Context: an optimization exercise on an open-source flow, tuned for small area, a short achievable clock period and few clock cycles per item. The choices shown serve that exercise and are no tape-out recipe.
RTL that was checked went through simulation tests only; none was proved equivalent to the original.
No activity file was given, so power comes from the tool's default toggle rates.

==> flow/design.v <==
package wavp_pkg;
    localparam logic [3:0] ChunkLimitReset = 4'd10;
    localparam logic [2:0] StHeader      = 3'd0;
    localparam logic [2:0] StPayload     = 3'd1;
    localparam logic [2:0] StDone        = 3'd2;
    localparam logic [2:0] StBadRiff     = 3'd3;
    localparam logic [2:0] StBadWave     = 3'd4;
    localparam logic [2:0] StBadChannels = 3'd5;
    localparam logic [2:0] StNoData      = 3'd6;
    localparam logic [2:0] StTruncated   = 3'd7;
endpackage
import wavp_pkg::*;
module wav_header_chunk_parser (
    input  logic        clk,
    input  logic        rst_n,
    input  logic        in_valid,
    output logic        in_stall,
    input  logic [7:0]  byte_value,
    input  logic        end_of_file,
    input  logic        cfg_valid,
    output logic        cfg_ready,
    input  logic [3:0]  cfg_data,
    output logic        out_valid,
    input  logic        out_stall,
    output logic        payload_valid,
    output logic [7:0]  payload_byte,
    output logic        payload_last,
    output logic [15:0] audio_format,
    output logic [15:0] num_channels,
    output logic [31:0] sample_freq,
    output logic [15:0] bits_per_sample,
    output logic [31:0] payload_size,
    output logic [2:0]  status
);
    logic [5:0]  pos_q;              
    logic        first_q;            
    logic        ph_h, ph_w, ph_p;   
    logic [2:0]  st_q;               
    logic [15:0] fmt_q, ch_q, bits_q;
    logic [31:0] rate_q, psize_q;
    logic [31:0] cnt_q;              
    logic [2:0]  hc_q;               
    logic        skip_q;             
    logic        match_q;            
    logic [3:0]  chunks_q;
    logic [3:0]  limit_q;
    logic        ov_q, pv_q, pl_q;
    logic [7:0]  pb_q;
    logic [5:0]  pos_n;
    logic [2:0]  st_n;
    logic        phh_n, phw_n, php_n;
    logic [2:0]  hc_n;
    logic        skip_n, match_n;
    logic [3:0]  chunks_n;
    logic        pv_n, pl_n;
    logic        hold, acc, take, src_eof;
    logic        a_v, a_eof, b_v, b_eof;
    logic [7:0]  a_d, b_d;
    logic        live, chk;
    logic [7:0]  d;
    logic [31:0] size;
    logic [31:0] cnt_dec;
    logic [3:0]  cz_q;               
    logic [3:0]  cz_n, brw;
    logic [3:0]  chunks_dec;
    logic [7:0]  in_d;
    logic        in_eof;
    logic        a_z, a_hdr, a_dd, a_a, a_t;
    logic        hdr_eq, id_eq;
    logic [7:0]  tag_n, tag_q;
    logic        p3, p11, p23, w7;
    logic        p3_q, p11_q, p23_q;    
    logic        w7_q;                  
    logic        ch0_q, ch1_q;          
    logic        hdr_ok, id_ok;
    logic        cnt_one, size_zero;
    logic        cnt_one_q;
    logic        cnt_count, cnt_load, psize_load;
    assign hold      = ov_q & out_stall;
    assign in_stall  = b_v;
    assign take      = in_valid & ~b_v;
    assign acc       = a_v & ~hold;
    assign d         = a_d;
    assign in_d      = b_v ? b_d : byte_value;
    assign in_eof    = b_v ? b_eof : end_of_file;
    assign src_eof   = a_eof;
    assign cfg_ready = 1'b1;
    assign p3         = p3_q;
    assign p11        = p11_q;
    assign p23        = p23_q;
    assign w7         = w7_q && ph_w;
    assign live       = ph_h || ph_w || ph_p || (st_q == StDone);
    assign size       = {d, cnt_q[31:8]};
    assign brw = {cz_q[2] & cz_q[1] & cz_q[0], cz_q[1] & cz_q[0], cz_q[0], 1'b1};
    always_comb
    begin
        for (int k = 0; k < 4; k++)
        begin
            cnt_dec[8*k +: 8] = brw[k] ? cnt_q[8*k +: 8] - 8'd1 : cnt_q[8*k +: 8];
            cz_n[k]           = brw[k] ? (cnt_q[8*k +: 8] == 8'd1) : cz_q[k];
        end
    end
    assign chunks_dec = chunks_q - 1'b1;
    assign cnt_one    = cnt_one_q;
    assign size_zero  = a_z && (cz_q[3:1] == 3'b111);
    function automatic logic [7:0] hdr_tag(input logic [5:0] pos);
        case (pos[1:0])
            2'd0:    hdr_tag = pos[3] ? 8'h57 : 8'h52;
            2'd1:    hdr_tag = pos[3] ? 8'h41 : 8'h49;
            2'd2:    hdr_tag = pos[3] ? 8'h56 : 8'h46;
            default: hdr_tag = pos[3] ? 8'h45 : 8'h46;
        endcase
    endfunction
    always_comb
    begin
        hdr_eq = a_hdr;
        tag_n = hdr_tag(pos_n);
        tag_q = hdr_tag(pos_q);
        case (hc_q[1:0])
            2'd0:    id_eq = a_dd;
            2'd1:    id_eq = a_a;
            2'd2:    id_eq = a_t;
            default: id_eq = a_a;
        endcase
    end
    assign hdr_ok = hdr_eq && (pos_q[1:0] == 2'd0 || match_q);
    assign id_ok  = id_eq && (hc_q[1:0] == 2'd0 || match_q);
    assign cnt_count  = ph_p || (ph_w && skip_q);
    assign cnt_load   = cnt_count || (ph_w && hc_q[2]);
    assign psize_load = w7 && !ch0_q && match_q;
    always_comb
    begin
        phh_n    = ph_h;
        phw_n    = ph_w;
        php_n    = ph_p;
        st_n     = st_q;
        hc_n     = hc_q;
        skip_n   = skip_q;
        match_n  = match_q;
        chunks_n = chunks_q;
        pv_n     = 1'b0;
        pl_n     = 1'b0;
        chk = live && p23
              && !(a_z && (ch_q[7:0] == 8'd1 || ch_q[7:0] == 8'd2));
        if (chk)
        begin
            phh_n = 1'b0;
            phw_n = 1'b0;
            php_n = 1'b0;
            st_n  = StBadChannels;
        end
        else if (ph_h)
        begin
            st_n    = StHeader;
            match_n = hdr_ok;
            if (p3 && !hdr_ok)
            begin
                phh_n = 1'b0;
                st_n  = StBadRiff;
            end
            else if (p11)
            begin
                phh_n = 1'b0;
                if (!hdr_ok)
                    st_n = StBadWave;
                else
                begin
                    phw_n    = 1'b1;
                    hc_n     = 3'd0;
                    skip_n   = 1'b0;
                    chunks_n = limit_q;
                end
            end
        end
        else if (ph_w)
        begin
            st_n = StHeader;
            if (skip_q)
                skip_n = !cnt_one;
            else
            begin
                hc_n = hc_q + 1'b1;
                if (!hc_q[2])
                    match_n = id_ok;
                else if (w7)
                begin
                    if (ch0_q)
                    begin
                        phw_n = 1'b0;
                        st_n  = StNoData;
                    end
                    else if (match_q)
                    begin
                        phw_n = 1'b0;
                        php_n = !size_zero;
                        st_n  = size_zero ? StDone : StPayload;
                    end
                    else
                    begin
                        chunks_n = chunks_dec;
                        skip_n   = !size_zero;
                        if (ch1_q)
                        begin
                            phw_n = 1'b0;
                            st_n  = StNoData;
                        end
                    end
                end
            end
        end
        else if (ph_p)
        begin
            pv_n = 1'b1;
            st_n = StPayload;
            if (cnt_one)
            begin
                php_n = 1'b0;
                pl_n  = 1'b1;
                st_n  = StDone;
            end
        end
        if (src_eof)
        begin
            if (phh_n || php_n)
                st_n = StTruncated;
            else if (phw_n)
                st_n = StNoData;
            phh_n = 1'b1;
            phw_n = 1'b0;
            php_n = 1'b0;
        end
        if (src_eof)
            pos_n = 6'd0;
        else if (pos_q != 6'd36)
            pos_n = pos_q + 1'b1;
        else
            pos_n = pos_q;
    end
    always_ff @(posedge clk or negedge rst_n)
    begin
        if (!rst_n)
            limit_q <= ChunkLimitReset;
        else if (cfg_valid)
            limit_q <= cfg_data;
    end
    always_ff @(posedge clk or negedge rst_n)
    begin
        if (!rst_n)
        begin
            ov_q    <= 1'b0;
            a_v     <= 1'b0;
            b_v     <= 1'b0;
            pos_q   <= 6'd0;
            first_q <= 1'b1;
            p3_q    <= 1'b0;
            p11_q   <= 1'b0;
            p23_q   <= 1'b0;
            ph_h    <= 1'b1;
            ph_w    <= 1'b0;
            ph_p    <= 1'b0;
        end
        else
        begin
            ov_q <= acc | hold;
            a_v  <= acc ? (b_v | take) : (a_v | take);
            b_v  <= b_v ? !acc : (take && a_v && !acc);
            if (acc)
            begin
                p3_q    <= !src_eof && (pos_q == 6'd2);
                p11_q   <= !src_eof && (pos_q == 6'd10);
                p23_q   <= !src_eof && (pos_q == 6'd22);
                pos_q   <= pos_n;
                first_q <= src_eof;
                ph_h    <= phh_n;
                ph_w    <= phw_n;
                ph_p    <= php_n;
            end
        end
    end
    logic [7:0]  dcap;
    logic [9:0]  lane;
    logic [9:0]  lane_en;
    logic        psize_en, cnt_en;
    assign dcap = first_q ? 8'd0 : d;
    always_comb
    begin
        lane[0] = (pos_q == 6'd20);
        lane[1] = (pos_q == 6'd21);
        lane[2] = (pos_q == 6'd22);
        lane[3] = (pos_q == 6'd23);
        lane[4] = (pos_q == 6'd24);
        lane[5] = (pos_q == 6'd25);
        lane[6] = (pos_q == 6'd26);
        lane[7] = (pos_q == 6'd27);
        lane[8] = (pos_q == 6'd34);
        lane[9] = (pos_q == 6'd35);
        lane_en = acc ? (first_q ? 10'h3ff : (live ? lane : 10'd0)) : 10'd0;
    end
    always_ff @(posedge clk)
    begin
        if (lane_en[0]) fmt_q[7:0]    <= dcap;
        if (lane_en[1]) fmt_q[15:8]   <= dcap;
        if (lane_en[2]) ch_q[7:0]     <= dcap;
        if (lane_en[3]) ch_q[15:8]    <= dcap;
        if (lane_en[4]) rate_q[7:0]   <= dcap;
        if (lane_en[5]) rate_q[15:8]  <= dcap;
        if (lane_en[6]) rate_q[23:16] <= dcap;
        if (lane_en[7]) rate_q[31:24] <= dcap;
        if (lane_en[8]) bits_q[7:0]   <= dcap;
        if (lane_en[9]) bits_q[15:8]  <= dcap;
    end
    assign psize_en = acc && (first_q || psize_load);
    assign cnt_en   = acc && cnt_load;
    always_ff @(posedge clk)
    begin
        if (psize_en)
            psize_q <= first_q ? 32'd0 : size;
        if (cnt_en)
        begin
            cnt_q     <= cnt_count ? cnt_dec : size;
            cz_q      <= cnt_count ? cz_n : {a_z, cz_q[3:1]};
            cnt_one_q <= cnt_count ? (cz_q[3:1] == 3'b111 && cnt_q[7:0] == 8'd2)
                                   : (a_z && cz_q[3:2] == 2'b11 && cnt_q[15:8] == 8'd1);
        end
    end
    always_ff @(posedge clk)
    begin
        if (acc || !a_v)
        begin
            a_d   <= in_d;
            a_eof <= in_eof;
            a_z   <= (in_d == 8'h00);
            a_hdr <= acc ? (in_d == tag_n) : (in_d == tag_q);
            a_dd  <= (in_d == 8'h64);
            a_a   <= (in_d == 8'h61);
            a_t   <= (in_d == 8'h74);
        end
        if (!b_v)
        begin
            b_d   <= byte_value;
            b_eof <= end_of_file;
        end
    end
    always_ff @(posedge clk)
    begin
        if (acc)
        begin
            st_q     <= st_n;
            hc_q     <= hc_n;
            skip_q   <= skip_n;
            match_q  <= match_n;
            chunks_q <= chunks_n;
            ch0_q    <= (chunks_n == 4'd0);
            ch1_q    <= (chunks_n == 4'd1);
            w7_q     <= ph_w && !skip_q && (hc_q == 3'd6);
            pv_q     <= pv_n;
            pl_q     <= pl_n;
            pb_q     <= pv_n ? d : 8'd0;
        end
    end
    assign out_valid       = ov_q;
    assign payload_valid   = pv_q;
    assign payload_byte    = pb_q;
    assign payload_last    = pl_q;
    assign audio_format    = fmt_q;
    assign num_channels    = ch_q;
    assign sample_freq     = rate_q;
    assign bits_per_sample = bits_q;
    assign payload_size    = psize_q;
    assign status          = st_q;
endmodule
Settings: LEC_CHECK=0, CAP_MARGIN=20, CORE_MARGIN=2, CORE_UTILIZATION=55, CTS_CLUSTER_DIAMETER=100, CTS_CLUSTER_SIZE=25, SETUP_SLACK_MARGIN=3.3, SLEW_MARGIN=20; clock period 5.5 ns.
standard.sh (not shown) runs the stock make flow with config.mk's settings and CLKGATE_MAP_FILE= SYNTH_SCRIPT=/design/flow/synth_recipe.tcl, a recipe that flattens the netlist after the stock synthesis.
==> flow/flow/run.sh <==
#!/bin/bash
# Standard ORFS layout, except that the port buffers use a small buffer cell
# (buf_1) instead of the delay-buffer cell buffer_ports picks by default;
# repair_design / repair_timing still resize them where needed.
set -euo pipefail
export BUFFER_PORTS_ARGS="-buffer_cell sky130_fd_sc_hd__buf_1"
bash standard.sh > standard.log 2>&1
Rerun with:
--- a/flow/design.v
+++ b/flow/design.v
@@ -65,9 +65,8 @@
     logic [3:0]  chunks_dec;
     logic [7:0]  in_d;
     logic        in_eof;
-    logic        a_z, a_hdr, a_dd, a_a, a_t;
+    logic        a_z, a_R, a_I, a_F, a_W, a_A, a_V, a_E, a_dd, a_a, a_t;
     logic        hdr_eq, id_eq;
-    logic [7:0]  tag_n, tag_q;
     logic        p3, p11, p23, w7;
     logic        p3_q, p11_q, p23_q;    
     logic        w7_q;                  
@@ -103,19 +102,14 @@
     assign chunks_dec = chunks_q - 1'b1;
     assign cnt_one    = cnt_one_q;
     assign size_zero  = a_z && (cz_q[3:1] == 3'b111);
-    function automatic logic [7:0] hdr_tag(input logic [5:0] pos);
-        case (pos[1:0])
-            2'd0:    hdr_tag = pos[3] ? 8'h57 : 8'h52;
-            2'd1:    hdr_tag = pos[3] ? 8'h41 : 8'h49;
-            2'd2:    hdr_tag = pos[3] ? 8'h56 : 8'h46;
-            default: hdr_tag = pos[3] ? 8'h45 : 8'h46;
-        endcase
-    endfunction
     always_comb
     begin
-        hdr_eq = a_hdr;
-        tag_n = hdr_tag(pos_n);
-        tag_q = hdr_tag(pos_q);
+        case (pos_q[1:0])
+            2'd0:    hdr_eq = pos_q[3] ? a_W : a_R;
+            2'd1:    hdr_eq = pos_q[3] ? a_A : a_I;
+            2'd2:    hdr_eq = pos_q[3] ? a_V : a_F;
+            default: hdr_eq = pos_q[3] ? a_E : a_F;
+        endcase
         case (hc_q[1:0])
             2'd0:    id_eq = a_dd;
             2'd1:    id_eq = a_a;
@@ -330,7 +324,13 @@
             a_d   <= in_d;
             a_eof <= in_eof;
             a_z   <= (in_d == 8'h00);
-            a_hdr <= acc ? (in_d == tag_n) : (in_d == tag_q);
+            a_R   <= (in_d == 8'h52);
+            a_I   <= (in_d == 8'h49);
+            a_F   <= (in_d == 8'h46);
+            a_W   <= (in_d == 8'h57);
+            a_A   <= (in_d == 8'h41);
+            a_V   <= (in_d == 8'h56);
+            a_E   <= (in_d == 8'h45);
             a_dd  <= (in_d == 8'h64);
             a_a   <= (in_d == 8'h61);
             a_t   <= (in_d == 8'h74);
Effect:
- The changed run completed without violations
- total power came out lower by 6.4%
- worst hold slack improved by 0.0035 ns
- global-route usage came out lower by 0.95 points
- final area came out lower by 2.4%
- via count came out lower by 4.5%
- final cell count came out lower by 3.0%
- fmax came out higher by 6.6%
- sequential cell count came out higher by 6
- routed wire length came out lower by 5.7%
- core utilization came out lower by 1.6 points
- non-clock buffer count came out lower by 13
- count of clock-buffer cells in the layout stays the same
- combinational power came out lower by 19%
- die area came out lower by 0.36%
Testbench counts after the change, summed over its fixed seeds: cycles 34,680, items 34,664.
Only the layout flow was run in the first run of this note; the RTL was not checked for function there.

-- re-timing with driven ports --
No port has a modelled driver above. Below, the same layouts with a new extraction and two added sets of constraints.
Step 1 sets driving cells, clkbuf_16 on the clock port and buf_2 on the other inputs (assumed; they add their load-dependent delay and slew).
Step 2 moves the port delays by t, midway between the first and last clock arrival at a register: inputs arrive t later, outputs are due t later. That takes back most of the time a late clock gives input paths.
Slacks: ideal / step 1 / step 2; pairs: ideal / step 1.
| run | shift t [ns] | slack for setup (ns) | hold slack, ns | worst setup path at the end | latest minus earliest clock arrival (ns) |
|---|---|---|---|---|---|
| the first run | 0.516 | 3.123 / 3.138 / 2.622 | 0.493 / 0.493 / 0.493 | input to register | 0.017 / 0.017 |
| the second run | 0.504 | 3.270 / 3.261 / 2.901 | 0.496 / 0.496 / 0.496 | input to register | 0.020 / 0.020 |
After both steps every run listed still meets setup and hold. The setup slack of the first run, which loses most, moves by +0.015 ns with the drivers and by -0.501 ns with both steps.
